This is an optimization exercise on Yosys and OpenROAD, whose aim is small area and a short achievable clock period, not a production implementation.
In this exercise RTL edits were held to simulation tests only and were not proved equivalent to the original.

[design/flow/flow/run.sh]
#!/bin/bash
# Standard layout (settings from config.mk via config.mk) plus the settings
# in flow/extra.mk: plain buf_1 port buffers instead of the default
# delay-cell buffers, and a larger setup margin for timing repair.
set -e
cp config.mk config_in.log
cat flow/extra.mk >> config.mk
bash standard.sh > standard.log 2>&1
[design/flow/standard.sh]
#!/bin/bash
# synth_recipe.tcl (not shown) runs the flow's synth.tcl, then flattens the netlist and writes it again
# the make line also repeats each setting of config.mk as NAME=value (left out here)
make -C /OpenROAD-flow-scripts/flow DESIGN_CONFIG=/design/flow/config.mk WORK_HOME=/design/flow/orfs CLKGATE_MAP_FILE= SYNTH_SCRIPT=/design/flow/synth_recipe.tcl "${@:-finish}"
[design/flow/constraint.sdc]
create_clock -name core_clock -period 10.5 [get_ports {clk}]
set_input_delay 2.1000 -clock core_clock [delete_from_list [all_inputs] [get_ports {clk}]]
set_output_delay 2.1000 -clock core_clock [all_outputs]
set_load 0.01 [all_outputs]
[design/flow/config.mk]
export PLATFORM = sky130hd
export DESIGN_NAME = xgmii_rx_top
export DESIGN_NICKNAME = xgmii_rx_top
export VERILOG_FILES = /design/flow/design.v
export SDC_FILE = /design/flow/constraint.sdc
export NUM_CORES = 4
export LEC_CHECK = 0
export CAP_MARGIN = 20
export CORE_MARGIN = 2
export CORE_UTILIZATION = 55
export CTS_CLUSTER_DIAMETER = 100
export CTS_CLUSTER_SIZE = 20
export SLEW_MARGIN = 20
export SYNTH_HIERARCHICAL = 1
export BUFFER_PORTS_ARGS = -buffer_cell sky130_fd_sc_hd__buf_1
export SETUP_SLACK_MARGIN = 7.25
[design/flow/flow/extra.mk]
export BUFFER_PORTS_ARGS = -buffer_cell sky130_fd_sc_hd__buf_1
export SETUP_SLACK_MARGIN = 7.25
[design/flow/design.v]
package xgmii_rx_pkg;
    localparam logic [7:0] XGMII_START = 8'hFB;
    localparam logic [7:0] XGMII_TERM  = 8'hFD;
    localparam logic [7:0] XGMII_IDLE  = 8'h07;
    localparam int DATA_W = 64;
    localparam int LANES  = 8;
    typedef logic [13:0] frame_len_t;
    typedef enum logic [3:0] {
        RUNT,
        FRAGMENT,
        SZ_64,
        SZ_65_127,
        SZ_128_255,
        SZ_256_511,
        SZ_512_1023,
        SZ_1024_MAX,
        OVERSIZE,
        JABBER
    } size_class_t;
    localparam logic [31:0] CRC_PRESET = 32'hFFFF_FFFF;
    function automatic logic [31:0] crc_check_const(input logic [2:0] t);
        case (t)
            3'd0:    crc_check_const = 32'hDEBB201E;
            3'd1:    crc_check_const = 32'h00BE26ED;
            3'd2:    crc_check_const = 32'hBE26ED00;
            3'd3:    crc_check_const = 32'h2DFD1072;
            3'd4:    crc_check_const = 32'hFFFFFFFF;
            3'd5:    crc_check_const = 32'h62932081;
            3'd6:    crc_check_const = 32'h4E3D5E5C;
            default: crc_check_const = 32'h39DD08E2;
        endcase
    endfunction
endpackage
`timescale 1ns/100ps
module xgmii_frame_parser
(
    input  logic        clk,
    input  logic        inv_aresetn,
    input  logic [63:0] xgmii_data_i,
    input  logic [7:0]  xgmii_ctrl_i,
    output logic [63:0] word_o,
    output logic        word_start_o,
    output logic [2:0]  check_lane_o,
    input  logic        crc_match_i,
    output logic [63:0] axis_tdata_o,
    output logic [7:0]  axis_tkeep_o,
    output logic        axis_tvalid_o,
    output logic        axis_tlast_o,
    output logic        axis_tuser_o,
    output logic [10:0] words_o,
    output logic [2:0]  len_lo_o
);
    typedef enum logic [1:0] {
        ST_IDLE,
        ST_FIRST,
        ST_DATA,
        ST_TAIL
    } state_t;
    logic [63:0] data_mask;
    logic        is_start;
    logic [7:0]  term_at;
    logic [2:0]  term_lane;
    logic        to_tail;
    always_comb begin
        for (int i = 0; i < xgmii_rx_pkg::LANES; i++) begin
            data_mask[8*i +: 8] = {8{(i == 0 || i == 4 || !xgmii_ctrl_i[i]) && (i >= 4 || !to_tail)}};
            term_at[i] = (xgmii_data_i[8*i +: 8] == xgmii_rx_pkg::XGMII_TERM) && ((xgmii_ctrl_i >> i) == (8'hFF >> i));
        end
    end
    assign is_start = (xgmii_ctrl_i == 8'h01) && (xgmii_data_i[7:0] == xgmii_rx_pkg::XGMII_START);
    always_comb begin
        term_lane = '0;
        for (int i = xgmii_rx_pkg::LANES - 1; i >= 0; i--) begin
            if (xgmii_ctrl_i[i]) begin
                term_lane = 3'(i);
            end
        end
    end
    logic        w_ctrl_q;
    logic [7:0]  w_term_at_q;
    logic [2:0]  w_lane_q;
    logic        w_start_q;
    logic [63:0] w_data_q;
    logic [63:0] hold_q;
    always_ff @(posedge clk) begin
        w_data_q    <= xgmii_data_i & data_mask;
        w_ctrl_q    <= |xgmii_ctrl_i;
        w_term_at_q <= term_at;
        w_lane_q    <= to_tail ? w_lane_q : term_lane;
        w_start_q   <= is_start && !inv_aresetn;
        hold_q      <= w_data_q;
    end
    logic        w_term_ok_q;
    assign w_term_ok_q  = w_term_at_q[w_lane_q];
    assign word_o       = w_data_q;
    assign word_start_o = w_start_q;
    state_t      state_q;
    state_t      state_d;
    logic        held_vld;
    logic [10:0] words_q;
    logic [10:0] words_d;
    logic [2:0]  len_lo_q;
    logic        cnt_inc_q;
    logic        cnt_clr_q;
    logic [10:0] words_tgl;
    logic        good;
    logic        tvalid_d;
    logic        tlast_d;
    logic [7:0]  tkeep_d;
    logic        tuser_d;
    logic [2:0]  len_lo_d;
    assign check_lane_o = w_lane_q;
    assign held_vld   = (state_q == ST_DATA);
    assign good         = crc_match_i && ((state_q == ST_TAIL) || w_term_ok_q);
    assign to_tail      = (state_d == ST_TAIL);
    assign words_o  = words_q;
    assign len_lo_o = len_lo_q;
    always_comb begin
        state_d    = state_q;
        tvalid_d   = 1'b0;
        tlast_d    = 1'b0;
        tkeep_d    = 8'hFF;
        tuser_d    = good;
        len_lo_d   = 3'd4;
        case (state_q)
            ST_IDLE: begin
                if (w_start_q) begin
                    state_d = ST_FIRST;
                end
            end
            ST_FIRST, ST_DATA: begin
                if (!w_ctrl_q) begin
                    tvalid_d = held_vld;
                    state_d  = ST_DATA;
                end else begin
                    state_d    = ST_IDLE;
                    tvalid_d   = held_vld;
                    if (!w_term_ok_q) begin
                        tlast_d = 1'b1;
                    end else if (w_lane_q < 3'd4) begin
                        tlast_d = 1'b1;
                        tkeep_d  = 8'hFF >> (3'd4 - w_lane_q);
                        len_lo_d = w_lane_q;
                    end else if (w_lane_q == 3'd4) begin
                        tlast_d = 1'b1;
                    end else begin
                        state_d = ST_TAIL;
                    end
                end
            end
            ST_TAIL: begin
                tvalid_d   = 1'b1;
                tlast_d    = 1'b1;
                tkeep_d    = 8'hFF >> (4'd12 - {1'b0, w_lane_q});
                len_lo_d   = w_lane_q;
                state_d    = w_start_q ? ST_FIRST : ST_IDLE;
            end
            default: begin
                state_d = ST_IDLE;
            end
        endcase
    end
    always_comb begin
        words_tgl[0] = cnt_inc_q;
        for (int i = 1; i < 11; i++) begin
            words_tgl[i] = words_tgl[i-1] & words_q[i-1];
        end
        words_d = cnt_clr_q ? {10'd0, cnt_inc_q} : (words_q ^ words_tgl);
    end
    always_ff @(posedge clk) begin
        axis_tdata_o <= hold_q;
        axis_tkeep_o <= tkeep_d;
        axis_tlast_o <= tlast_d;
        words_q      <= words_d;
        cnt_inc_q    <= (state_q == ST_FIRST || state_q == ST_DATA) && !w_ctrl_q;
        cnt_clr_q    <= (state_q == ST_FIRST);
        axis_tuser_o <= tuser_d;
        if (tvalid_d && tlast_d) begin
            len_lo_q <= len_lo_d;
        end
        if (inv_aresetn) begin
            state_q       <= ST_IDLE;
            axis_tvalid_o <= 1'b0;
        end else begin
            state_q       <= state_d;
            axis_tvalid_o <= tvalid_d;
        end
    end
endmodule
`timescale 1ns/100ps
module xgmii_crc_check
(
    input  logic        clk,
    input  logic [63:0] word_i,
    input  logic        word_start_i,
    input  logic [2:0]  check_lane_i,
    output logic        crc_match_o
);
    logic [31:0] crc_q;
    logic [31:0] x;
    logic [31:0] d_hi;
    logic [31:0] nxt_a;
    logic [31:0] nxt_b;
    logic [31:0] nxt;
    for (genvar i = 0; i < 32; i++) begin : g_x
        crc_xor2 u_x (.a(crc_q[i]), .b(word_i[i]), .y(x[i]));
    end
    assign d_hi = word_i[63:32];
    logic [380:0] t;
    crc_xor2 u_x0 (.a(x[3]), .b(x[13]), .y(t[0]));
    crc_xor2 u_x1 (.a(x[11]), .b(x[12]), .y(t[1]));
    crc_xor2 u_x2 (.a(d_hi[7]), .b(x[19]), .y(t[2]));
    crc_xor2 u_x3 (.a(d_hi[0]), .b(d_hi[22]), .y(t[3]));
    crc_xor2 u_x4 (.a(x[6]), .b(x[16]), .y(t[4]));
    crc_xor2 u_x5 (.a(x[4]), .b(x[9]), .y(t[5]));
    crc_xor2 u_x6 (.a(x[5]), .b(x[31]), .y(t[6]));
    crc_xor2 u_x7 (.a(d_hi[4]), .b(x[7]), .y(t[7]));
    crc_xor2 u_x8 (.a(d_hi[5]), .b(x[8]), .y(t[8]));
    crc_xor2 u_x9 (.a(d_hi[24]), .b(x[10]), .y(t[9]));
    crc_xor2 u_x10 (.a(d_hi[23]), .b(x[30]), .y(t[10]));
    crc_xor2 u_x11 (.a(d_hi[15]), .b(t[0]), .y(t[11]));
    crc_xor2 u_x12 (.a(d_hi[2]), .b(d_hi[26]), .y(t[12]));
    crc_xor2 u_x13 (.a(d_hi[3]), .b(d_hi[6]), .y(t[13]));
    crc_xor2 u_x14 (.a(d_hi[11]), .b(x[14]), .y(t[14]));
    crc_xor2 u_x15 (.a(d_hi[12]), .b(x[15]), .y(t[15]));
    crc_xor2 u_x16 (.a(d_hi[19]), .b(t[2]), .y(t[16]));
    crc_xor2 u_x17 (.a(d_hi[14]), .b(d_hi[30]), .y(t[17]));
    crc_xor2 u_x18 (.a(d_hi[16]), .b(d_hi[28]), .y(t[18]));
    crc_xor2 u_x19 (.a(d_hi[18]), .b(d_hi[25]), .y(t[19]));
    crc_xor2 u_x20 (.a(d_hi[13]), .b(d_hi[29]), .y(t[20]));
    crc_xor2 u_x21 (.a(d_hi[21]), .b(x[26]), .y(t[21]));
    crc_xor2 u_x22 (.a(x[1]), .b(x[21]), .y(t[22]));
    crc_xor2 u_x23 (.a(d_hi[27]), .b(x[22]), .y(t[23]));
    crc_xor2 u_x24 (.a(t[3]), .b(x[27]), .y(t[24]));
    crc_xor2 u_x25 (.a(d_hi[20]), .b(x[25]), .y(t[25]));
    crc_xor2 u_x26 (.a(d_hi[31]), .b(x[17]), .y(t[26]));
    crc_xor2 u_x27 (.a(x[0]), .b(x[2]), .y(t[27]));
    crc_xor2 u_x28 (.a(d_hi[8]), .b(x[20]), .y(t[28]));
    crc_xor2 u_x29 (.a(d_hi[9]), .b(t[1]), .y(t[29]));
    crc_xor2 u_x30 (.a(d_hi[1]), .b(d_hi[10]), .y(t[30]));
    crc_xor2 u_x31 (.a(d_hi[17]), .b(t[6]), .y(t[31]));
    crc_xor2 u_x32 (.a(t[5]), .b(t[10]), .y(t[32]));
    crc_xor2 u_x33 (.a(x[18]), .b(x[23]), .y(t[33]));
    crc_xor2 u_x34 (.a(x[28]), .b(x[29]), .y(t[34]));
    crc_xor2 u_x35 (.a(d_hi[31]), .b(t[8]), .y(t[35]));
    crc_xor2 u_x36 (.a(t[4]), .b(t[13]), .y(t[36]));
    crc_xor2 u_x37 (.a(t[7]), .b(t[17]), .y(t[37]));
    crc_xor2 u_x38 (.a(t[9]), .b(t[31]), .y(t[38]));
    crc_xor2 u_x39 (.a(t[12]), .b(x[24]), .y(t[39]));
    crc_xor2 u_x40 (.a(t[24]), .b(x[11]), .y(t[40]));
    crc_xor2 u_x41 (.a(d_hi[0]), .b(t[15]), .y(t[41]));
    crc_xor2 u_x42 (.a(d_hi[25]), .b(d_hi[29]), .y(t[42]));
    crc_xor2 u_x43 (.a(d_hi[2]), .b(x[5]), .y(t[43]));
    crc_xor2 u_x44 (.a(d_hi[3]), .b(x[23]), .y(t[44]));
    crc_xor2 u_x45 (.a(d_hi[30]), .b(x[8]), .y(t[45]));
    crc_xor2 u_x46 (.a(x[24]), .b(x[25]), .y(t[46]));
    crc_xor2 u_x47 (.a(x[18]), .b(x[29]), .y(t[47]));
    crc_xor2 u_x48 (.a(d_hi[9]), .b(t[14]), .y(t[48]));
    crc_xor2 u_x49 (.a(d_hi[27]), .b(t[28]), .y(t[49]));
    crc_xor2 u_x50 (.a(t[26]), .b(x[21]), .y(t[50]));
    crc_xor2 u_x51 (.a(t[25]), .b(t[34]), .y(t[51]));
    crc_xor2 u_x52 (.a(d_hi[6]), .b(t[33]), .y(t[52]));
    crc_xor2 u_x53 (.a(t[5]), .b(t[23]), .y(t[53]));
    crc_xor2 u_x54 (.a(d_hi[28]), .b(t[22]), .y(t[54]));
    crc_xor2 u_x55 (.a(t[18]), .b(t[32]), .y(t[55]));
    crc_xor2 u_x56 (.a(t[16]), .b(x[1]), .y(t[56]));
    crc_xor2 u_x57 (.a(t[11]), .b(x[16]), .y(t[57]));
    crc_xor2 u_x58 (.a(d_hi[11]), .b(d_hi[17]), .y(t[58]));
    crc_xor2 u_x59 (.a(d_hi[5]), .b(d_hi[7]), .y(t[59]));
    crc_xor2 u_x60 (.a(d_hi[3]), .b(x[4]), .y(t[60]));
    crc_xor2 u_x61 (.a(x[12]), .b(x[28]), .y(t[61]));
    crc_xor2 u_x62 (.a(d_hi[10]), .b(x[22]), .y(t[62]));
    crc_xor2 u_x63 (.a(d_hi[16]), .b(x[14]), .y(t[63]));
    crc_xor2 u_x64 (.a(d_hi[13]), .b(x[2]), .y(t[64]));
    crc_xor2 u_x65 (.a(d_hi[26]), .b(t[30]), .y(t[65]));
    crc_xor2 u_x66 (.a(d_hi[23]), .b(x[7]), .y(t[66]));
    crc_xor2 u_x67 (.a(x[5]), .b(x[30]), .y(t[67]));
    crc_xor2 u_x68 (.a(x[2]), .b(x[27]), .y(t[68]));
    crc_xor2 u_x69 (.a(t[3]), .b(x[10]), .y(t[69]));
    crc_xor2 u_x70 (.a(d_hi[1]), .b(x[15]), .y(t[70]));
    crc_xor2 u_x71 (.a(t[19]), .b(t[20]), .y(t[71]));
    crc_xor2 u_x72 (.a(x[12]), .b(x[13]), .y(t[72]));
    crc_xor2 u_x73 (.a(t[58]), .b(x[20]), .y(t[73]));
    crc_xor2 u_x74 (.a(t[61]), .b(x[31]), .y(t[74]));
    crc_xor2 u_x75 (.a(t[28]), .b(x[3]), .y(t[75]));
    crc_xor2 u_x76 (.a(t[8]), .b(t[14]), .y(t[76]));
    crc_xor2 u_x77 (.a(d_hi[2]), .b(t[27]), .y(t[77]));
    crc_xor2 u_x78 (.a(t[6]), .b(t[39]), .y(t[78]));
    crc_xor2 u_x79 (.a(d_hi[4]), .b(t[40]), .y(t[79]));
    crc_xor2 u_x80 (.a(t[36]), .b(t[54]), .y(t[80]));
    crc_xor2 u_x81 (.a(d_hi[15]), .b(t[35]), .y(t[81]));
    crc_xor2 u_x82 (.a(t[29]), .b(x[9]), .y(t[82]));
    crc_xor2 u_x83 (.a(t[21]), .b(t[50]), .y(t[83]));
    crc_xor2 u_x84 (.a(d_hi[7]), .b(d_hi[24]), .y(t[84]));
    crc_xor2 u_x85 (.a(d_hi[14]), .b(d_hi[18]), .y(t[85]));
    crc_xor2 u_x86 (.a(d_hi[18]), .b(x[30]), .y(t[86]));
    crc_xor2 u_x87 (.a(d_hi[23]), .b(x[28]), .y(t[87]));
    crc_xor2 u_x88 (.a(x[14]), .b(x[26]), .y(t[88]));
    crc_xor2 u_x89 (.a(t[12]), .b(t[30]), .y(t[89]));
    crc_xor2 u_x90 (.a(t[30]), .b(x[15]), .y(t[90]));
    crc_xor2 u_x91 (.a(t[19]), .b(x[0]), .y(t[91]));
    crc_xor2 u_x92 (.a(d_hi[14]), .b(x[7]), .y(t[92]));
    crc_xor2 u_x93 (.a(t[17]), .b(x[6]), .y(t[93]));
    crc_xor2 u_x94 (.a(d_hi[17]), .b(x[18]), .y(t[94]));
    crc_xor2 u_x95 (.a(x[0]), .b(x[4]), .y(t[95]));
    crc_xor2 u_x96 (.a(t[59]), .b(x[17]), .y(t[96]));
    crc_xor2 u_x97 (.a(t[18]), .b(t[20]), .y(t[97]));
    crc_xor2 u_x98 (.a(d_hi[8]), .b(x[24]), .y(t[98]));
    crc_xor2 u_x99 (.a(d_hi[12]), .b(t[19]), .y(t[99]));
    crc_xor2 u_x100 (.a(x[10]), .b(x[17]), .y(t[100]));
    crc_xor2 u_x101 (.a(t[23]), .b(x[16]), .y(t[101]));
    crc_xor2 u_x102 (.a(t[25]), .b(t[43]), .y(t[102]));
    crc_xor2 u_x103 (.a(t[46]), .b(x[3]), .y(t[103]));
    crc_xor2 u_x104 (.a(t[10]), .b(t[23]), .y(t[104]));
    crc_xor2 u_x105 (.a(t[4]), .b(x[24]), .y(t[105]));
    crc_xor2 u_x106 (.a(t[47]), .b(t[62]), .y(t[106]));
    crc_xor2 u_x107 (.a(t[92]), .b(x[19]), .y(t[107]));
    crc_xor2 u_x108 (.a(t[4]), .b(t[94]), .y(t[108]));
    crc_xor2 u_x109 (.a(t[1]), .b(t[71]), .y(t[109]));
    crc_xor2 u_x110 (.a(d_hi[24]), .b(t[0]), .y(t[110]));
    crc_xor2 u_x111 (.a(t[27]), .b(t[72]), .y(t[111]));
    crc_xor2 u_x112 (.a(t[7]), .b(t[22]), .y(t[112]));
    crc_xor2 u_x113 (.a(t[7]), .b(x[6]), .y(t[113]));
    crc_xor2 u_x114 (.a(t[15]), .b(x[26]), .y(t[114]));
    crc_xor2 u_x115 (.a(t[9]), .b(t[14]), .y(t[115]));
    crc_xor2 u_x116 (.a(d_hi[20]), .b(t[15]), .y(t[116]));
    crc_xor2 u_x117 (.a(d_hi[22]), .b(t[1]), .y(t[117]));
    crc_xor2 u_x118 (.a(t[24]), .b(t[46]), .y(t[118]));
    crc_xor2 u_x119 (.a(t[39]), .b(t[44]), .y(t[119]));
    crc_xor2 u_x120 (.a(t[21]), .b(t[69]), .y(t[120]));
    crc_xor2 u_x121 (.a(t[60]), .b(t[96]), .y(t[121]));
    crc_xor2 u_x122 (.a(t[63]), .b(x[13]), .y(t[122]));
    crc_xor2 u_x123 (.a(t[20]), .b(t[21]), .y(t[123]));
    crc_xor2 u_x124 (.a(t[66]), .b(t[89]), .y(t[124]));
    crc_xor2 u_x125 (.a(t[98]), .b(x[29]), .y(t[125]));
    crc_xor2 u_x126 (.a(d_hi[1]), .b(t[2]), .y(t[126]));
    crc_xor2 u_x127 (.a(d_hi[7]), .b(t[27]), .y(t[127]));
    crc_xor2 u_x128 (.a(d_hi[29]), .b(t[11]), .y(t[128]));
    crc_xor2 u_x129 (.a(t[37]), .b(t[53]), .y(t[129]));
    crc_xor2 u_x130 (.a(t[51]), .b(t[75]), .y(t[130]));
    crc_xor2 u_x131 (.a(t[41]), .b(t[102]), .y(t[131]));
    crc_xor2 u_x132 (.a(t[26]), .b(t[37]), .y(t[132]));
    crc_xor2 u_x133 (.a(t[45]), .b(t[101]), .y(t[133]));
    crc_xor2 u_x134 (.a(t[49]), .b(t[76]), .y(t[134]));
    crc_xor2 u_x135 (.a(t[65]), .b(t[113]), .y(t[135]));
    crc_xor2 u_x136 (.a(t[18]), .b(t[36]), .y(t[136]));
    crc_xor2 u_x137 (.a(d_hi[21]), .b(t[41]), .y(t[137]));
    crc_xor2 u_x138 (.a(t[16]), .b(t[26]), .y(t[138]));
    crc_xor2 u_x139 (.a(d_hi[6]), .b(t[48]), .y(t[139]));
    crc_xor2 u_x140 (.a(t[68]), .b(t[117]), .y(t[140]));
    crc_xor2 u_x141 (.a(d_hi[12]), .b(t[40]), .y(t[141]));
    crc_xor2 u_x142 (.a(t[29]), .b(t[49]), .y(t[142]));
    crc_xor2 u_x143 (.a(t[70]), .b(t[77]), .y(t[143]));
    crc_xor2 u_x144 (.a(t[2]), .b(t[53]), .y(t[144]));
    crc_xor2 u_x145 (.a(t[11]), .b(t[90]), .y(t[145]));
    crc_xor2 u_x146 (.a(t[37]), .b(t[123]), .y(t[146]));
    crc_xor2 u_x147 (.a(d_hi[25]), .b(t[35]), .y(t[147]));
    crc_xor2 u_x148 (.a(t[38]), .b(t[42]), .y(t[148]));
    crc_xor2 u_x149 (.a(t[57]), .b(t[132]), .y(t[149]));
    crc_xor2 u_x150 (.a(d_hi[22]), .b(t[56]), .y(t[150]));
    crc_xor2 u_x151 (.a(d_hi[28]), .b(t[83]), .y(t[151]));
    crc_xor2 u_x152 (.a(t[56]), .b(x[22]), .y(t[152]));
    crc_xor2 u_x153 (.a(t[80]), .b(t[137]), .y(t[153]));
    crc_xor2 u_x154 (.a(t[116]), .b(t[134]), .y(t[154]));
    crc_xor2 u_x155 (.a(t[38]), .b(t[87]), .y(t[155]));
    crc_xor2 u_x156 (.a(t[79]), .b(t[108]), .y(t[156]));
    crc_xor2 u_x157 (.a(t[97]), .b(t[131]), .y(t[157]));
    crc_xor2 u_x158 (.a(d_hi[20]), .b(t[12]), .y(t[158]));
    crc_xor2 u_x159 (.a(x[1]), .b(t[63]), .y(t[159]));
    crc_xor2 u_x160 (.a(t[100]), .b(t[158]), .y(t[160]));
    crc_xor2 u_x161 (.a(t[32]), .b(t[36]), .y(t[161]));
    crc_xor2 u_x162 (.a(t[75]), .b(t[126]), .y(t[162]));
    crc_xor2 u_x163 (.a(t[159]), .b(t[160]), .y(t[163]));
    crc_xor2 u_x164 (.a(t[79]), .b(t[161]), .y(t[164]));
    crc_xor2 u_x165 (.a(t[162]), .b(t[163]), .y(t[165]));
    crc_xor2 u_x166 (.a(d_hi[21]), .b(x[18]), .y(t[166]));
    crc_xor2 u_x167 (.a(x[21]), .b(t[7]), .y(t[167]));
    crc_xor2 u_x168 (.a(t[166]), .b(t[121]), .y(t[168]));
    crc_xor2 u_x169 (.a(t[167]), .b(t[142]), .y(t[169]));
    crc_xor2 u_x170 (.a(t[143]), .b(t[168]), .y(t[170]));
    crc_xor2 u_x171 (.a(t[155]), .b(t[169]), .y(t[171]));
    crc_xor2 u_x172 (.a(d_hi[4]), .b(d_hi[8]), .y(t[172]));
    crc_xor2 u_x173 (.a(t[3]), .b(x[19]), .y(t[173]));
    crc_xor2 u_x174 (.a(t[172]), .b(t[8]), .y(t[174]));
    crc_xor2 u_x175 (.a(t[43]), .b(t[91]), .y(t[175]));
    crc_xor2 u_x176 (.a(t[173]), .b(t[29]), .y(t[176]));
    crc_xor2 u_x177 (.a(t[106]), .b(t[110]), .y(t[177]));
    crc_xor2 u_x178 (.a(t[174]), .b(t[175]), .y(t[178]));
    crc_xor2 u_x179 (.a(t[80]), .b(t[176]), .y(t[179]));
    crc_xor2 u_x180 (.a(t[177]), .b(t[178]), .y(t[180]));
    crc_xor2 u_x181 (.a(d_hi[5]), .b(t[13]), .y(t[181]));
    crc_xor2 u_x182 (.a(t[42]), .b(x[17]), .y(t[182]));
    crc_xor2 u_x183 (.a(x[20]), .b(x[23]), .y(t[183]));
    crc_xor2 u_x184 (.a(t[181]), .b(t[182]), .y(t[184]));
    crc_xor2 u_x185 (.a(t[183]), .b(t[32]), .y(t[185]));
    crc_xor2 u_x186 (.a(t[48]), .b(t[111]), .y(t[186]));
    crc_xor2 u_x187 (.a(t[184]), .b(t[135]), .y(t[187]));
    crc_xor2 u_x188 (.a(t[185]), .b(t[186]), .y(t[188]));
    crc_xor2 u_x189 (.a(t[152]), .b(t[187]), .y(t[189]));
    crc_xor2 u_x190 (.a(d_hi[10]), .b(d_hi[30]), .y(t[190]));
    crc_xor2 u_x191 (.a(t[190]), .b(t[0]), .y(t[191]));
    crc_xor2 u_x192 (.a(t[9]), .b(t[52]), .y(t[192]));
    crc_xor2 u_x193 (.a(t[78]), .b(t[112]), .y(t[193]));
    crc_xor2 u_x194 (.a(t[127]), .b(t[191]), .y(t[194]));
    crc_xor2 u_x195 (.a(t[192]), .b(t[193]), .y(t[195]));
    crc_xor2 u_x196 (.a(t[194]), .b(t[154]), .y(t[196]));
    crc_xor2 u_x197 (.a(d_hi[8]), .b(x[11]), .y(t[197]));
    crc_xor2 u_x198 (.a(t[64]), .b(t[197]), .y(t[198]));
    crc_xor2 u_x199 (.a(t[48]), .b(t[103]), .y(t[199]));
    crc_xor2 u_x200 (.a(t[198]), .b(t[144]), .y(t[200]));
    crc_xor2 u_x201 (.a(t[147]), .b(t[199]), .y(t[201]));
    crc_xor2 u_x202 (.a(t[153]), .b(t[200]), .y(t[202]));
    crc_xor2 u_x203 (.a(x[1]), .b(x[6]), .y(t[203]));
    crc_xor2 u_x204 (.a(t[10]), .b(t[44]), .y(t[204]));
    crc_xor2 u_x205 (.a(t[62]), .b(t[68]), .y(t[205]));
    crc_xor2 u_x206 (.a(t[88]), .b(t[203]), .y(t[206]));
    crc_xor2 u_x207 (.a(t[29]), .b(t[107]), .y(t[207]));
    crc_xor2 u_x208 (.a(t[204]), .b(t[205]), .y(t[208]));
    crc_xor2 u_x209 (.a(t[206]), .b(t[207]), .y(t[209]));
    crc_xor2 u_x210 (.a(t[208]), .b(t[157]), .y(t[210]));
    crc_xor2 u_x211 (.a(d_hi[24]), .b(x[8]), .y(t[211]));
    crc_xor2 u_x212 (.a(x[27]), .b(t[27]), .y(t[212]));
    crc_xor2 u_x213 (.a(t[44]), .b(t[73]), .y(t[213]));
    crc_xor2 u_x214 (.a(t[211]), .b(t[74]), .y(t[214]));
    crc_xor2 u_x215 (.a(t[105]), .b(t[212]), .y(t[215]));
    crc_xor2 u_x216 (.a(t[213]), .b(t[145]), .y(t[216]));
    crc_xor2 u_x217 (.a(t[146]), .b(t[214]), .y(t[217]));
    crc_xor2 u_x218 (.a(t[215]), .b(t[216]), .y(t[218]));
    crc_xor2 u_x219 (.a(d_hi[2]), .b(d_hi[16]), .y(t[219]));
    crc_xor2 u_x220 (.a(t[219]), .b(t[5]), .y(t[220]));
    crc_xor2 u_x221 (.a(t[22]), .b(t[34]), .y(t[221]));
    crc_xor2 u_x222 (.a(t[99]), .b(t[76]), .y(t[222]));
    crc_xor2 u_x223 (.a(t[118]), .b(t[220]), .y(t[223]));
    crc_xor2 u_x224 (.a(t[221]), .b(t[222]), .y(t[224]));
    crc_xor2 u_x225 (.a(t[223]), .b(t[149]), .y(t[225]));
    crc_xor2 u_x226 (.a(t[43]), .b(t[64]), .y(t[226]));
    crc_xor2 u_x227 (.a(t[114]), .b(t[226]), .y(t[227]));
    crc_xor2 u_x228 (.a(t[81]), .b(t[130]), .y(t[228]));
    crc_xor2 u_x229 (.a(t[227]), .b(t[152]), .y(t[229]));
    crc_xor2 u_x230 (.a(t[156]), .b(t[228]), .y(t[230]));
    crc_xor2 u_x231 (.a(t[12]), .b(t[59]), .y(t[231]));
    crc_xor2 u_x232 (.a(t[85]), .b(x[14]), .y(t[232]));
    crc_xor2 u_x233 (.a(x[23]), .b(t[34]), .y(t[233]));
    crc_xor2 u_x234 (.a(t[64]), .b(t[231]), .y(t[234]));
    crc_xor2 u_x235 (.a(t[232]), .b(t[29]), .y(t[235]));
    crc_xor2 u_x236 (.a(t[112]), .b(t[120]), .y(t[236]));
    crc_xor2 u_x237 (.a(t[233]), .b(t[234]), .y(t[237]));
    crc_xor2 u_x238 (.a(t[235]), .b(t[236]), .y(t[238]));
    crc_xor2 u_x239 (.a(d_hi[14]), .b(d_hi[19]), .y(t[239]));
    crc_xor2 u_x240 (.a(t[13]), .b(t[239]), .y(t[240]));
    crc_xor2 u_x241 (.a(t[8]), .b(t[240]), .y(t[241]));
    crc_xor2 u_x242 (.a(t[104]), .b(t[125]), .y(t[242]));
    crc_xor2 u_x243 (.a(t[241]), .b(t[140]), .y(t[243]));
    crc_xor2 u_x244 (.a(t[145]), .b(t[242]), .y(t[244]));
    crc_xor2 u_x245 (.a(d_hi[2]), .b(d_hi[4]), .y(t[245]));
    crc_xor2 u_x246 (.a(t[84]), .b(x[23]), .y(t[246]));
    crc_xor2 u_x247 (.a(t[245]), .b(t[25]), .y(t[247]));
    crc_xor2 u_x248 (.a(t[246]), .b(t[74]), .y(t[248]));
    crc_xor2 u_x249 (.a(t[247]), .b(t[55]), .y(t[249]));
    crc_xor2 u_x250 (.a(t[57]), .b(t[139]), .y(t[250]));
    crc_xor2 u_x251 (.a(t[248]), .b(t[249]), .y(t[251]));
    crc_xor2 u_x252 (.a(d_hi[10]), .b(t[21]), .y(t[252]));
    crc_xor2 u_x253 (.a(t[41]), .b(t[121]), .y(t[253]));
    crc_xor2 u_x254 (.a(t[122]), .b(t[125]), .y(t[254]));
    crc_xor2 u_x255 (.a(t[252]), .b(t[253]), .y(t[255]));
    crc_xor2 u_x256 (.a(t[254]), .b(t[148]), .y(t[256]));
    crc_xor2 u_x257 (.a(d_hi[8]), .b(d_hi[13]), .y(t[257]));
    crc_xor2 u_x258 (.a(d_hi[26]), .b(d_hi[30]), .y(t[258]));
    crc_xor2 u_x259 (.a(t[19]), .b(x[25]), .y(t[259]));
    crc_xor2 u_x260 (.a(t[257]), .b(t[258]), .y(t[260]));
    crc_xor2 u_x261 (.a(t[67]), .b(t[70]), .y(t[261]));
    crc_xor2 u_x262 (.a(t[259]), .b(t[260]), .y(t[262]));
    crc_xor2 u_x263 (.a(t[261]), .b(t[262]), .y(t[263]));
    crc_xor2 u_x264 (.a(t[139]), .b(t[263]), .y(t[264]));
    crc_xor2 u_x265 (.a(d_hi[5]), .b(d_hi[9]), .y(t[265]));
    crc_xor2 u_x266 (.a(d_hi[27]), .b(t[85]), .y(t[266]));
    crc_xor2 u_x267 (.a(t[265]), .b(t[4]), .y(t[267]));
    crc_xor2 u_x268 (.a(t[266]), .b(t[74]), .y(t[268]));
    crc_xor2 u_x269 (.a(t[114]), .b(t[124]), .y(t[269]));
    crc_xor2 u_x270 (.a(t[267]), .b(t[138]), .y(t[270]));
    crc_xor2 u_x271 (.a(t[268]), .b(t[269]), .y(t[271]));
    crc_xor2 u_x272 (.a(d_hi[13]), .b(d_hi[27]), .y(t[272]));
    crc_xor2 u_x273 (.a(x[8]), .b(x[11]), .y(t[273]));
    crc_xor2 u_x274 (.a(t[272]), .b(t[47]), .y(t[274]));
    crc_xor2 u_x275 (.a(t[273]), .b(t[11]), .y(t[275]));
    crc_xor2 u_x276 (.a(t[115]), .b(t[274]), .y(t[276]));
    crc_xor2 u_x277 (.a(t[55]), .b(t[135]), .y(t[277]));
    crc_xor2 u_x278 (.a(t[275]), .b(t[276]), .y(t[278]));
    crc_xor2 u_x279 (.a(t[150]), .b(t[277]), .y(t[279]));
    crc_xor2 u_x280 (.a(t[1]), .b(t[77]), .y(t[280]));
    crc_xor2 u_x281 (.a(t[107]), .b(t[55]), .y(t[281]));
    crc_xor2 u_x282 (.a(t[280]), .b(t[148]), .y(t[282]));
    crc_xor2 u_x283 (.a(t[154]), .b(t[281]), .y(t[283]));
    crc_xor2 u_x284 (.a(d_hi[26]), .b(x[20]), .y(t[284]));
    crc_xor2 u_x285 (.a(t[45]), .b(t[71]), .y(t[285]));
    crc_xor2 u_x286 (.a(t[284]), .b(t[11]), .y(t[286]));
    crc_xor2 u_x287 (.a(t[285]), .b(t[38]), .y(t[287]));
    crc_xor2 u_x288 (.a(t[82]), .b(t[286]), .y(t[288]));
    crc_xor2 u_x289 (.a(t[153]), .b(t[287]), .y(t[289]));
    crc_xor2 u_x290 (.a(d_hi[19]), .b(t[4]), .y(t[290]));
    crc_xor2 u_x291 (.a(t[65]), .b(t[69]), .y(t[291]));
    crc_xor2 u_x292 (.a(t[50]), .b(t[109]), .y(t[292]));
    crc_xor2 u_x293 (.a(t[122]), .b(t[127]), .y(t[293]));
    crc_xor2 u_x294 (.a(t[290]), .b(t[291]), .y(t[294]));
    crc_xor2 u_x295 (.a(t[129]), .b(t[292]), .y(t[295]));
    crc_xor2 u_x296 (.a(t[293]), .b(t[294]), .y(t[296]));
    crc_xor2 u_x297 (.a(x[15]), .b(t[24]), .y(t[297]));
    crc_xor2 u_x298 (.a(t[33]), .b(t[67]), .y(t[298]));
    crc_xor2 u_x299 (.a(t[72]), .b(t[73]), .y(t[299]));
    crc_xor2 u_x300 (.a(t[16]), .b(t[297]), .y(t[300]));
    crc_xor2 u_x301 (.a(t[298]), .b(t[299]), .y(t[301]));
    crc_xor2 u_x302 (.a(t[81]), .b(t[129]), .y(t[302]));
    crc_xor2 u_x303 (.a(t[136]), .b(t[300]), .y(t[303]));
    crc_xor2 u_x304 (.a(t[301]), .b(t[302]), .y(t[304]));
    crc_xor2 u_x305 (.a(x[7]), .b(x[28]), .y(t[305]));
    crc_xor2 u_x306 (.a(t[86]), .b(t[95]), .y(t[306]));
    crc_xor2 u_x307 (.a(t[305]), .b(t[31]), .y(t[307]));
    crc_xor2 u_x308 (.a(t[35]), .b(t[54]), .y(t[308]));
    crc_xor2 u_x309 (.a(t[119]), .b(t[306]), .y(t[309]));
    crc_xor2 u_x310 (.a(t[128]), .b(t[141]), .y(t[310]));
    crc_xor2 u_x311 (.a(t[307]), .b(t[308]), .y(t[311]));
    crc_xor2 u_x312 (.a(t[309]), .b(t[310]), .y(t[312]));
    crc_xor2 u_x313 (.a(t[20]), .b(t[86]), .y(t[313]));
    crc_xor2 u_x314 (.a(t[100]), .b(t[16]), .y(t[314]));
    crc_xor2 u_x315 (.a(t[78]), .b(t[313]), .y(t[315]));
    crc_xor2 u_x316 (.a(t[130]), .b(t[133]), .y(t[316]));
    crc_xor2 u_x317 (.a(t[140]), .b(t[314]), .y(t[317]));
    crc_xor2 u_x318 (.a(t[315]), .b(t[316]), .y(t[318]));
    crc_xor2 u_x319 (.a(d_hi[0]), .b(d_hi[3]), .y(t[319]));
    crc_xor2 u_x320 (.a(d_hi[19]), .b(x[0]), .y(t[320]));
    crc_xor2 u_x321 (.a(x[31]), .b(t[319]), .y(t[321]));
    crc_xor2 u_x322 (.a(t[0]), .b(t[33]), .y(t[322]));
    crc_xor2 u_x323 (.a(t[93]), .b(t[320]), .y(t[323]));
    crc_xor2 u_x324 (.a(t[321]), .b(t[32]), .y(t[324]));
    crc_xor2 u_x325 (.a(t[51]), .b(t[322]), .y(t[325]));
    crc_xor2 u_x326 (.a(t[323]), .b(t[142]), .y(t[326]));
    crc_xor2 u_x327 (.a(t[324]), .b(t[325]), .y(t[327]));
    crc_xor2 u_x328 (.a(t[151]), .b(t[326]), .y(t[328]));
    crc_xor2 u_x329 (.a(t[84]), .b(t[28]), .y(t[329]));
    crc_xor2 u_x330 (.a(t[66]), .b(t[78]), .y(t[330]));
    crc_xor2 u_x331 (.a(t[106]), .b(t[329]), .y(t[331]));
    crc_xor2 u_x332 (.a(t[82]), .b(t[83]), .y(t[332]));
    crc_xor2 u_x333 (.a(t[128]), .b(t[136]), .y(t[333]));
    crc_xor2 u_x334 (.a(t[330]), .b(t[331]), .y(t[334]));
    crc_xor2 u_x335 (.a(t[332]), .b(t[333]), .y(t[335]));
    crc_xor2 u_x336 (.a(t[42]), .b(t[22]), .y(t[336]));
    crc_xor2 u_x337 (.a(t[25]), .b(t[73]), .y(t[337]));
    crc_xor2 u_x338 (.a(t[52]), .b(t[110]), .y(t[338]));
    crc_xor2 u_x339 (.a(t[124]), .b(t[336]), .y(t[339]));
    crc_xor2 u_x340 (.a(t[337]), .b(t[82]), .y(t[340]));
    crc_xor2 u_x341 (.a(t[133]), .b(t[338]), .y(t[341]));
    crc_xor2 u_x342 (.a(t[339]), .b(t[340]), .y(t[342]));
    crc_xor2 u_x343 (.a(d_hi[10]), .b(t[45]), .y(t[343]));
    crc_xor2 u_x344 (.a(t[99]), .b(t[111]), .y(t[344]));
    crc_xor2 u_x345 (.a(t[115]), .b(t[119]), .y(t[345]));
    crc_xor2 u_x346 (.a(t[343]), .b(t[144]), .y(t[346]));
    crc_xor2 u_x347 (.a(t[344]), .b(t[345]), .y(t[347]));
    crc_xor2 u_x348 (.a(t[151]), .b(t[346]), .y(t[348]));
    crc_xor2 u_x349 (.a(d_hi[1]), .b(d_hi[11]), .y(t[349]));
    crc_xor2 u_x350 (.a(d_hi[25]), .b(x[13]), .y(t[350]));
    crc_xor2 u_x351 (.a(t[349]), .b(t[95]), .y(t[351]));
    crc_xor2 u_x352 (.a(t[350]), .b(t[52]), .y(t[352]));
    crc_xor2 u_x353 (.a(t[104]), .b(t[105]), .y(t[353]));
    crc_xor2 u_x354 (.a(t[351]), .b(t[138]), .y(t[354]));
    crc_xor2 u_x355 (.a(t[352]), .b(t[353]), .y(t[355]));
    crc_xor2 u_x356 (.a(t[157]), .b(t[354]), .y(t[356]));
    crc_xor2 u_x357 (.a(t[52]), .b(t[103]), .y(t[357]));
    crc_xor2 u_x358 (.a(t[38]), .b(t[55]), .y(t[358]));
    crc_xor2 u_x359 (.a(t[141]), .b(t[146]), .y(t[359]));
    crc_xor2 u_x360 (.a(t[357]), .b(t[358]), .y(t[360]));
    crc_xor2 u_x361 (.a(x[4]), .b(x[26]), .y(t[361]));
    crc_xor2 u_x362 (.a(t[93]), .b(t[361]), .y(t[362]));
    crc_xor2 u_x363 (.a(t[109]), .b(t[118]), .y(t[363]));
    crc_xor2 u_x364 (.a(t[126]), .b(t[362]), .y(t[364]));
    crc_xor2 u_x365 (.a(t[81]), .b(t[363]), .y(t[365]));
    crc_xor2 u_x366 (.a(t[364]), .b(t[155]), .y(t[366]));
    crc_xor2 u_x367 (.a(x[12]), .b(t[9]), .y(t[367]));
    crc_xor2 u_x368 (.a(t[60]), .b(t[67]), .y(t[368]));
    crc_xor2 u_x369 (.a(t[88]), .b(t[91]), .y(t[369]));
    crc_xor2 u_x370 (.a(t[51]), .b(t[367]), .y(t[370]));
    crc_xor2 u_x371 (.a(t[368]), .b(t[369]), .y(t[371]));
    crc_xor2 u_x372 (.a(t[370]), .b(t[371]), .y(t[372]));
    crc_xor2 u_x373 (.a(t[149]), .b(t[150]), .y(t[373]));
    crc_xor2 u_x374 (.a(t[13]), .b(x[9]), .y(t[374]));
    crc_xor2 u_x375 (.a(t[6]), .b(t[47]), .y(t[375]));
    crc_xor2 u_x376 (.a(t[374]), .b(t[16]), .y(t[376]));
    crc_xor2 u_x377 (.a(t[120]), .b(t[375]), .y(t[377]));
    crc_xor2 u_x378 (.a(t[57]), .b(t[143]), .y(t[378]));
    crc_xor2 u_x379 (.a(t[147]), .b(t[376]), .y(t[379]));
    crc_xor2 u_x380 (.a(t[377]), .b(t[378]), .y(t[380]));
    assign nxt_a[0] = t[164];
    assign nxt_b[0] = t[165];
    assign nxt_a[1] = t[170];
    assign nxt_b[1] = t[171];
    assign nxt_a[2] = t[179];
    assign nxt_b[2] = t[180];
    assign nxt_a[3] = t[188];
    assign nxt_b[3] = t[189];
    assign nxt_a[4] = t[195];
    assign nxt_b[4] = t[196];
    assign nxt_a[5] = t[201];
    assign nxt_b[5] = t[202];
    assign nxt_a[6] = t[209];
    assign nxt_b[6] = t[210];
    assign nxt_a[7] = t[217];
    assign nxt_b[7] = t[218];
    assign nxt_a[8] = t[224];
    assign nxt_b[8] = t[225];
    assign nxt_a[9] = t[229];
    assign nxt_b[9] = t[230];
    assign nxt_a[10] = t[237];
    assign nxt_b[10] = t[238];
    assign nxt_a[11] = t[243];
    assign nxt_b[11] = t[244];
    assign nxt_a[12] = t[250];
    assign nxt_b[12] = t[251];
    assign nxt_a[13] = t[255];
    assign nxt_b[13] = t[256];
    assign nxt_a[14] = t[156];
    assign nxt_b[14] = t[264];
    assign nxt_a[15] = t[270];
    assign nxt_b[15] = t[271];
    assign nxt_a[16] = t[278];
    assign nxt_b[16] = t[279];
    assign nxt_a[17] = t[282];
    assign nxt_b[17] = t[283];
    assign nxt_a[18] = t[288];
    assign nxt_b[18] = t[289];
    assign nxt_a[19] = t[295];
    assign nxt_b[19] = t[296];
    assign nxt_a[20] = t[303];
    assign nxt_b[20] = t[304];
    assign nxt_a[21] = t[311];
    assign nxt_b[21] = t[312];
    assign nxt_a[22] = t[317];
    assign nxt_b[22] = t[318];
    assign nxt_a[23] = t[327];
    assign nxt_b[23] = t[328];
    assign nxt_a[24] = t[334];
    assign nxt_b[24] = t[335];
    assign nxt_a[25] = t[341];
    assign nxt_b[25] = t[342];
    assign nxt_a[26] = t[347];
    assign nxt_b[26] = t[348];
    assign nxt_a[27] = t[355];
    assign nxt_b[27] = t[356];
    assign nxt_a[28] = t[359];
    assign nxt_b[28] = t[360];
    assign nxt_a[29] = t[365];
    assign nxt_b[29] = t[366];
    assign nxt_a[30] = t[372];
    assign nxt_b[30] = t[373];
    assign nxt_a[31] = t[379];
    assign nxt_b[31] = t[380];
    assign nxt = nxt_a ^ nxt_b;
    assign crc_match_o = (x == xgmii_rx_pkg::crc_check_const(check_lane_i));
    always_ff @(posedge clk) begin
        if (word_start_i) begin
            crc_q <= xgmii_rx_pkg::CRC_PRESET;
        end else begin
            crc_q <= nxt;
        end
    end
endmodule
module crc_xor2
(
    input  logic a,
    input  logic b,
    output logic y
);
    assign y = a ^ b;
endmodule
`timescale 1ns/100ps
module rx_frame_stats
#(
    parameter int MAX_FRAME_LEN = 1518
) (
    input  logic        clk,
    input  logic        inv_aresetn,
    input  logic        tvalid_i,
    input  logic        tlast_i,
    input  logic        tuser_i,
    input  logic [10:0] words_i,
    input  logic [2:0]  len_lo_i,
    output logic        stat_valid_o,
    output logic        stat_crc_ok_o,
    output logic [13:0] stat_len_o,
    output logic [3:0]  stat_size_o,
    output logic [31:0] good_frames_o,
    output logic [31:0] bad_frames_o
);
    logic frame_end;
    xgmii_rx_pkg::frame_len_t frame_len;
    function automatic xgmii_rx_pkg::size_class_t classify(input xgmii_rx_pkg::frame_len_t len, input logic crc_ok);
        if (len < 14'd64) begin
            classify = crc_ok ? xgmii_rx_pkg::RUNT : xgmii_rx_pkg::FRAGMENT;
        end else if (len == 14'd64) begin
            classify = xgmii_rx_pkg::SZ_64;
        end else if (len < 14'd128) begin
            classify = xgmii_rx_pkg::SZ_65_127;
        end else if (len < 14'd256) begin
            classify = xgmii_rx_pkg::SZ_128_255;
        end else if (len < 14'd512) begin
            classify = xgmii_rx_pkg::SZ_256_511;
        end else if (len < 14'd1024) begin
            classify = xgmii_rx_pkg::SZ_512_1023;
        end else if (len <= 14'(MAX_FRAME_LEN)) begin
            classify = xgmii_rx_pkg::SZ_1024_MAX;
        end else begin
            classify = crc_ok ? xgmii_rx_pkg::OVERSIZE : xgmii_rx_pkg::JABBER;
        end
    endfunction
    assign frame_end  = tvalid_i && tlast_i;
    function automatic logic [31:0] inc_toggle(input logic [31:0] cnt, input logic en);
        logic [7:0] c;
        c[0] = en;
        for (int k = 1; k < 8; k++) begin
            c[k] = c[k-1] & (&cnt[4*(k-1) +: 4]);
        end
        for (int k = 0; k < 8; k++) begin
            inc_toggle[4*k] = c[k];
            for (int j = 1; j < 4; j++) begin
                inc_toggle[4*k+j] = inc_toggle[4*k+j-1] & cnt[4*k+j-1];
            end
        end
    endfunction
    assign frame_len     = {words_i, len_lo_i};
    assign stat_len_o    = frame_len;
    always_ff @(posedge clk) begin
        stat_crc_ok_o <= tuser_i;
        stat_size_o   <= classify(frame_len, tuser_i);
        if (inv_aresetn) begin
            stat_valid_o  <= 1'b0;
            good_frames_o <= '0;
            bad_frames_o  <= '0;
        end else begin
            stat_valid_o <= frame_end;
            good_frames_o <= good_frames_o ^ inc_toggle(good_frames_o, frame_end && tuser_i);
            bad_frames_o  <= bad_frames_o ^ inc_toggle(bad_frames_o, frame_end && !tuser_i);
        end
    end
endmodule
`timescale 1ns/100ps
module xgmii_rx_top
#(
    parameter int MAX_FRAME_LEN = 1518
) (
    input  logic        clk,
    input  logic        inv_aresetn,
    input  logic [63:0] xgmii_data_i,
    input  logic [7:0]  xgmii_ctrl_i,
    output logic [63:0] axis_tdata_o,
    output logic [7:0]  axis_tkeep_o,
    output logic        axis_tvalid_o,
    output logic        axis_tlast_o,
    output logic        axis_tuser_o,
    output logic        stat_valid_o,
    output logic        stat_crc_ok_o,
    output logic [13:0] stat_len_o,
    output logic [3:0]  stat_size_o,
    output logic [31:0] good_frames_o,
    output logic [31:0] bad_frames_o
);
    logic [63:0] word;
    logic        word_start;
    logic [2:0]  check_lane;
    logic        crc_match;
    logic [10:0] words;
    logic [2:0]  len_lo;
    xgmii_frame_parser u_parser (
        .clk           (clk),
        .inv_aresetn   (inv_aresetn),
        .xgmii_data_i  (xgmii_data_i),
        .xgmii_ctrl_i  (xgmii_ctrl_i),
        .word_o        (word),
        .word_start_o  (word_start),
        .check_lane_o  (check_lane),
        .crc_match_i   (crc_match),
        .axis_tdata_o  (axis_tdata_o),
        .axis_tkeep_o  (axis_tkeep_o),
        .axis_tvalid_o (axis_tvalid_o),
        .axis_tlast_o  (axis_tlast_o),
        .axis_tuser_o  (axis_tuser_o),
        .words_o       (words),
        .len_lo_o      (len_lo)
    );
    xgmii_crc_check u_crc_check (
        .clk          (clk),
        .word_i       (word),
        .word_start_i (word_start),
        .check_lane_i (check_lane),
        .crc_match_o  (crc_match)
    );
    rx_frame_stats #(
        .MAX_FRAME_LEN (MAX_FRAME_LEN)
    ) u_stats (
        .clk           (clk),
        .inv_aresetn   (inv_aresetn),
        .tvalid_i      (axis_tvalid_o),
        .tlast_i       (axis_tlast_o),
        .tuser_i       (axis_tuser_o),
        .words_i       (words),
        .len_lo_i      (len_lo),
        .stat_valid_o  (stat_valid_o),
        .stat_crc_ok_o (stat_crc_ok_o),
        .stat_len_o    (stat_len_o),
        .stat_size_o   (stat_size_o),
        .good_frames_o (good_frames_o),
        .bad_frames_o  (bad_frames_o)
    );
endmodule
==> results.json, run 1 <==
{
  "status": "finished clean",
  "reg2reg_slack_ns": 7.36,
  "worstPathRequired_ns": 8.40,
  "rr_startpoint": "u_parser.w_data_q[54]$_DFF_P_",
  "cts.sinks": 336,
  "first_global_vias": 10190,
  "routed_wl_mm": 40.15,
  "rsz0062_at_grt": "true",
  "vias_per_cell": 5.286,
  "path_buf_inv": 1,
  "maxCapViolCount": 0,
  "fin_setup_tns_ns": 0,
  "ys.flop_type": "dfxtp_1",
  "grt_max_degree": 70,
  "drc": 0,
  "clk_latency_ns": 0.52,
  "drv_slew": 0,
  "crit_arrival_ns": 1.11,
  "drive_gt1_frac": 0.06783,
  "io_pins": 233,
  "initialDrtViolationCount": 762,
  "syn_nets": 1567,
  "relSlewSlack": 0.2535,
  "finalHoldViolations": 0,
  "core_um2": 27030,
  "hold_class": "flip-flop to flip-flop",
  "hp-start": "u_parser.hold_q[8]$_DFF_P_",
  "critical-path-top-delay-family": "flip-flops",
  "synth_edf_count": 6,
  "cts-htree-levels": 1,
  "clock_skew_ns": 0.01836,
  "die_h_um": 170.3,
  "hpwlAfterDp_mm": 30.59,
  "endpoint_kind": "primary output",
  "critPathMaxStageDelay_ns": 0.45,
  "syn_inst": 1427,
  "min_to": "u_parser.axis_tdata_o[8]$_DFF_P_",
  "io_buffers": 232,
  "track_usage": 0.2673,
  "timing.rr.end": "u_crc_check.crc_q[9]$_SDFF_PP1_",
  "ctsLongestPathBuffers": 3,
  "layout.nets": 1804,
  "die_area_um2": 28990,
  "overflow": 0,
  "vias": 10610,
  "die_w_um": 170.3,
  "syn_area_per_cell_um2": 10.65,
  "ant_nets": 0,
  "finalSetupViolations": 0,
  "wl_per_cell_um": 20.01,
  "post-route-period-util": 0.3060,
  "crit_path_cell_trace": "clkbuf_2",
  "synth-seq-area-share": 0.4463,
  "dr.pass1.iters": 5,
  "grt_pass1_wl_mm": 58.65,
  "r2r_cells": 8,
  "ys_types": 84,
  "cp-start-kind": "flip-flop",
  "finalHoldWorstSlack_ns": 0.3206,
  "row_count": 60,
  "syn_to_final_growth_pct": 12.28,
  "min_path_cells": 0,
  "ys_async_sr_fraction": 0,
  "gp_congestion": 1.036,
  "antenna_found_initial": 0,
  "initial_core_util": 0.5626,
  "ys_ff_latch": 336,
  "cts.clk_slew.worst_paths_ns": 0.08,
  "fmax_mhz": 311.2,
  "yosys_warnings": 9,
  "crit_type": "flip-flop to primary output",
  "cp_slowest_cell": "edfxtp_1",
  "n_antenna_cell": 0,
  "worst_pin_slew_ns": 1.120,
  "cts_buffers": 21,
  "synth.cell_area_um2": 15200,
  "clock_tree.root_cell": "clkbuf_16",
  "critPathMaxFanout": 4,
  "cts_tree": "built",
  "period_minus_slack_ns": 3.213
}
==> modules after synthesis, one instance, submodules excluded, a selection <==
| module | times used | cells inside |
|---|---|---|
| xgmii_crc_check | 1 | 244 |
| xgmii_frame_parser | 1 | 491 |
| crc_xor2 | 413 | 1 |
==> worst max-delay path by stage <==
stage,startpoint,end,cells past startpoint
2_1_floorplan,xgmii_ctrl_i[7],u_parser.w_lane_q[2]$_SDFFCE_PP0N_,2
3_3_place_gp,xgmii_ctrl_i[7],u_parser.w_term_at_q[0]$_DFF_P_,5
3_5_place_dp,xgmii_ctrl_i[7],u_parser.w_term_at_q[0]$_DFF_P_,5
4_1_cts,u_parser.words_q[4]$_SDFF_PP0_,stat_len_o[7],1
5_1_grt,u_parser.w_lane_q[0]$_SDFFCE_PP0N_,u_parser.w_data_q[15]$_DFF_P_,8
6_report,u_parser.len_lo_q[1]$_DFFE_PP_,stat_len_o[1],1
==> timing repair <==
item | in CTS | in global routing
setup endpoints to repair | 9 | 22
hold buffers | 0 | 0
gates resized for setup | 8 | 13
buffers inserted | 0 | 1
gates cloned | 0 | 1
pin swaps | 0 | 1
==> synthesized netlist by cell type (18+ instances only) <==
cell,n,area [um2]
xor2_1,416,3643
dfxtp_1,330,6606
nor2b_1,89,556.8
ha_1,66,825.8
nor2_1,57,214.0
nand2b_1,53,331.6
xnor2_1,51,446.7
a21oi_1,47,235.2
nand2_1,38,142.6
nand4_1,22,137.6
inv_1,20,75.07
clkbuf_1,18,67.56
o21ai_0,18,90.09
==> metrics by stage <==
stage,cell area [um2],cells,worst slack (ns),utilization
final,17070,2007,7.287,0.6317
after detailed placement,16430,1980,6.700,0.6081
after global routing,17070,2007,7.231,0.6317
after global placement,16430,1980,6.824,0.6081
after CTS,17020,2005,7.259,0.6296
after floorplan,15200,1427,7.587,-
==> per-layer routing <==
layer	part of all wire	global-route usage
met1	0.42	0.3341
met4	0.045	0.1130
met5	0	0
met3	0.061	0.04163
met2	0.47	0.4588
==> flip-flops by register name (all words and copies together) (netlist names), 3 cells and up <==
| register | cells |
|---|---|
| u_crc_check.crc_q | 32 |
| u_parser.axis_tdata_o | 64 |
| u_parser.axis_tkeep_o | 8 |
| u_parser.hold_q | 64 |
| u_parser.len_lo_q | 3 |
| u_parser.w_data_q | 64 |
| u_parser.w_lane_q | 3 |
| u_parser.w_term_at_q | 8 |
| u_parser.words_q | 11 |
| u_stats.bad_frames_o | 32 |
| u_stats.good_frames_o | 32 |
| u_stats.stat_size_o | 4 |
==> layout make-up <==
cell class	count	area, um2
Fill cell	2363	9955
Multi-Input combinational cell	1016	8050
Sequential cell	336	6802
Timing Repair Buffer	267	1142
Clock buffer	23	533.0
Tap cell	341	426.7
Inverter	22	85.08
Clock inverter	2	32.53
==> cells in the final DEF, fill, tap and decap left out, drive strengths merged, types with 5 or more instances in the layout <==
| cell | n |
|---|---|
| edfxtp | 6 |
| nor2 | 58 |
| ha | 66 |
| mux2i | 10 |
| o21ai | 21 |
| nand2b | 53 |
| nand3b | 5 |
| nor4 | 10 |
| nand4 | 24 |
| buf | 261 |
| a31oi | 6 |
| clkbuf | 29 |
| nand2 | 38 |
| inv | 21 |
| a21boi | 9 |
| nand4b | 10 |
| dfxtp | 330 |
| a21oi | 47 |
| and4 | 5 |
| o22ai | 6 |
| nor3 | 17 |
| nand3 | 10 |
| nor2b | 89 |
| xor2 | 416 |
| xnor2 | 51 |
==> kinds of logic after synthesis <==
kind of cell,synth area share
mux,0.01004
fa+ha+maj,0.05571
xor+xnor,0.2690
compound gates,0.05851
simple gates,0.1330
buf+inv,0.02740
flops,0.4463
==> inputs of run 2 (changes only) <==
--- a/design/flow/config.mk
+++ b/design/flow/config.mk
@@ -9,6 +9,7 @@
 export CORE_MARGIN = 2
 export CORE_UTILIZATION = 55
-export CTS_CLUSTER_DIAMETER = 100
-export CTS_CLUSTER_SIZE = 20
+export CTS_BUF_LIST = sky130_fd_sc_hd__clkbuf_16 sky130_fd_sc_hd__clkbuf_8 sky130_fd_sc_hd__clkbuf_4
+export CTS_CLUSTER_DIAMETER = 120
+export CTS_CLUSTER_SIZE = 25
 export SLEW_MARGIN = 20
 export SYNTH_HIERARCHICAL = 1
==> results.json, run 2 <==
{
  "hold_class": "flip-flop to flip-flop",
  "cp-start-kind": "flip-flop",
  "place_inst": 1980,
  "status": "finished clean",
  "rsz0062_at_grt": "true",
  "cts-htree-levels": 1,
  "ant_nets": 0,
  "critPathMaxStageDelay_ns": 0.44,
  "crit_end": "stat_len_o[2]",
  "endpoint_kind": "primary output",
  "first_global_vias": 10120,
  "synth.most_common_cell": "xor2_1",
  "syn_to_final_growth_pct": 11.67,
  "cts.sinks": 336,
  "crit_arrival_ns": 1.11,
  "final_cell_area_um2": 16980,
  "wl_per_cell_um": 19.88,
  "yosys_warnings": 9,
  "ys.flop_type": "dfxtp_1",
  "cts_buffers": 17,
  "postPlaceCellArea_um2": 16430,
  "relSlewSlack": 0.2727,
  "n_fill_cell": 2361,
  "grt_max_degree": 70,
  "clock_tree.root_cell": "clkbuf_16",
  "die_h_um": 170.3,
  "synth.cell_area_um2": 15200,
  "drc": 0,
  "drive_gt1_frac": 0.06859,
  "syn_inst": 1427,
  "io_pins": 233,
  "die_w_um": 170.3,
  "cp.depth": 1,
  "synthTopCellsByCount": "416 x xor2_1, 330 x dfxtp_1, 89 x nor2b_1",
  "rr_startpoint": "u_parser.w_data_q[54]$_DFF_P_",
  "finalHoldViolations": 0,
  "synth.top_cell.area_share": 0.4345,
  "syn_nets": 1567,
  "cts_tree": "built",
  "maxCapViolCount": 0,
  "initialDrtViolationCount": 857,
  "io_buffers": 232,
  "hpwlAfterDp_mm": 30.59,
  "clk_latency_ns": 0.52,
  "clock_skew_ns": 0.02393,
  "routed_wl_mm": 39.81,
  "syn_area_per_cell_um2": 10.65,
  "crit_start": "u_parser.len_lo_q[2]$_DFFE_PP_",
  "layout_commonest_cell": "xor2_1",
  "die_area_um2": 28990,
  "fin_setup_tns_ns": 0,
  "synth_area_leaders": "dfxtp_1 43%, xor2_1 24%, ha_1 5.4%",
  "fin_cells": 2003,
  "path_buf_inv": 1,
  "cp_slowest_cell": "edfxtp_1",
  "layout.nets": 1800,
  "cts.clk_slew.worst_paths_ns": 0.10,
  "grt_pass1_wl_mm": 58.26,
  "antenna_found_initial": 0,
  "ys_ff_latch": 336,
  "critical-path-top-delay-family": "flip-flops",
  "row_count": 60,
  "drv_slew": 0,
  "fmax_mhz": 311.6,
  "period_minus_slack_ns": 3.209,
  "initial_core_util": 0.5626,
  "reg2reg_slack_ns": 7.36,
  "synth-seq-area-share": 0.4463,
  "overflow": 0,
  "core_um2": 27030,
  "yosysTopAreaCell": "dfxtp_1",
  "crit_type": "flip-flop to primary output",
  "vias_per_cell": 5.283,
  "finalSetupViolations": 0,
  "gp_congestion": 1.036,
  "reg_top3": "u_parser.axis_tdata_o x64, u_parser.hold_q x64, u_parser.w_data_q x64",
  "worstPathRequired_ns": 8.40,
  "n_antenna_cell": 0,
  "ys_types": 84,
  "dr.pass1.iters": 5,
  "track_usage": 0.2660,
  "r2r_cells": 8,
  "post-route-period-util": 0.3056,
  "worst_pin_slew_ns": 1.091,
  "ys_async_sr_fraction": 0,
  "critPathMaxFanout": 3,
  "vias": 10580,
  "crit_path_cell_trace": "clkbuf_2",
  "ctsLongestPathBuffers": 3,
  "timing.rr.end": "u_crc_check.crc_q[21]$_SDFF_PP1_",
  "min_path_cells": 0,
  "synth_edf_count": 6,
  "final_cell_mix": "411 x xor2_1, 318 x dfxtp_1, 225 x buf_1"
}
run 2: worst reg2reg max path: stages, from the launching register on:
cell and delay (ns):
dfxtp_1 0.59, xor2_1 0.43, xor2_1 0.43, xor2_1 0.45, xor2_1 0.40, xor2_1 0.24, xor2_1 0.22, xnor2_1 0.17
nand2b_1 0.09
run 2: per-module statistics from Yosys, one instance, submodules excluded, excerpt:
module | area (um2) | cells inside | times used | flops+latches
xgmii_frame_parser | 6461 | 491 | 1 | 234
xgmii_crc_check | 2061 | 244 | 1 | 32
crc_xor2 | 8.758 | 1 | 413 | 0
run 2: what timing repair did:
item                                    in CTS  in global routing
endpoints found under the setup margin      10                 25
resized for setup                            9                 14
gates cloned                                 0                  1
setup buffers                                0                  1
pin swaps                                    0                  1
hold buffers                                 0                  0
hold endpoints to repair                     0                  0
run 2: logic make-up (layout without fill, tap and decap cells):
family	count (synthesis)	after routing	synth area share
xor+xnor	467	467	0.2690
simple gates	338	338	0.1330
flops	336	336	0.4463
compound gates	129	130	0.05851
buf+inv	76	310	0.02740
fa+ha+maj	68	68	0.05571
mux	13	13	0.01004
run 2: worst min-delay path by stage:
stage	from	endpoint	slack, ns
floorplan	u_parser.hold_q[0]$_DFF_P_	u_parser.axis_tdata_o[0]$_DFF_P_	0.31
global placement	u_parser.hold_q[19]$_DFF_P_	u_parser.axis_tdata_o[19]$_DFF_P_	0.31
detailed placement	u_parser.hold_q[2]$_DFF_P_	u_parser.axis_tdata_o[2]$_DFF_P_	0.31
CTS	u_parser.hold_q[46]$_DFF_P_	u_parser.axis_tdata_o[46]$_DFF_P_	0.32
global route	u_parser.hold_q[46]$_DFF_P_	u_parser.axis_tdata_o[46]$_DFF_P_	0.32
finish	u_parser.hold_q[46]$_DFF_P_	u_parser.axis_tdata_o[46]$_DFF_P_	0.32
run 2: area by class of cell:
type	count	area (um2)	share of cell area
Multi-Input combinational cell	1016	8058	0.4746
Tap cell	341	426.7	0.02513
Inverter	22	85.08	0.005011
Timing Repair Buffer	267	1142	0.06728
Clock buffer	19	440.4	0.02594
Sequential cell	336	6802	0.4006
Clock inverter	2	25.02	0.001474
run 2: per-layer routing:
| layer | track usage | vias to the layer above | routed length (um) |
|---|---|---|---|
| met5 | 0 | - | 0 |
| met4 | 0.1148 | 0 | 1788 |
| met3 | 0.03837 | 83 | 2610 |
| met2 | 0.4551 | 404 | 18830 |
| met1 | 0.3348 | 4942 | 16580 |
| li1 | - | 5152 | - |
run 2: per-stage QoR:
stage	hold WS, ns	utilization	worst slack (ns)
after floorplan	0.3096	-	7.587
after global placement	0.3107	0.6081	6.824
after detailed placement	0.3121	0.6081	6.700
after CTS	0.3150	0.6259	7.257
after global routing	0.3201	0.6282	7.227
final	0.3225	0.6282	7.291

port drivers added, routing unchanged:
How much do the figures lean on ideal ports? The routed layouts below were timed once more, with nothing changed but the port constraints.
Step 1, drivers: a clkbuf_16 drives clk and a buf_2 each remaining input, both assumed.
Step 2 times the ports against the registers' clock, not the clock port: input delays grow and output delays shrink by t, the midpoint of the rising clock arrivals with the driver on.
Three values: no drivers, after step 1, after step 2; two values: the first two.
run | t, ns | slack for setup (ns) | worst hold slack (ns) | clock arrival spread, ns | pins driven straight from the clock port
run 1 | 0.557 | 7.287 / 7.239 / 6.840 | 0.321 / 0.321 / 0.321 | 0.018 / 0.019 | 1
run 2 | 0.553 | 7.291 / 7.243 / 6.906 | 0.322 / 0.322 / 0.322 | 0.025 / 0.024 | 1
After both steps setup and hold are still met in every run listed. For run 1, which loses most, drivers alone change the setup slack by -0.048 ns; drivers and shift together by -0.447 ns.
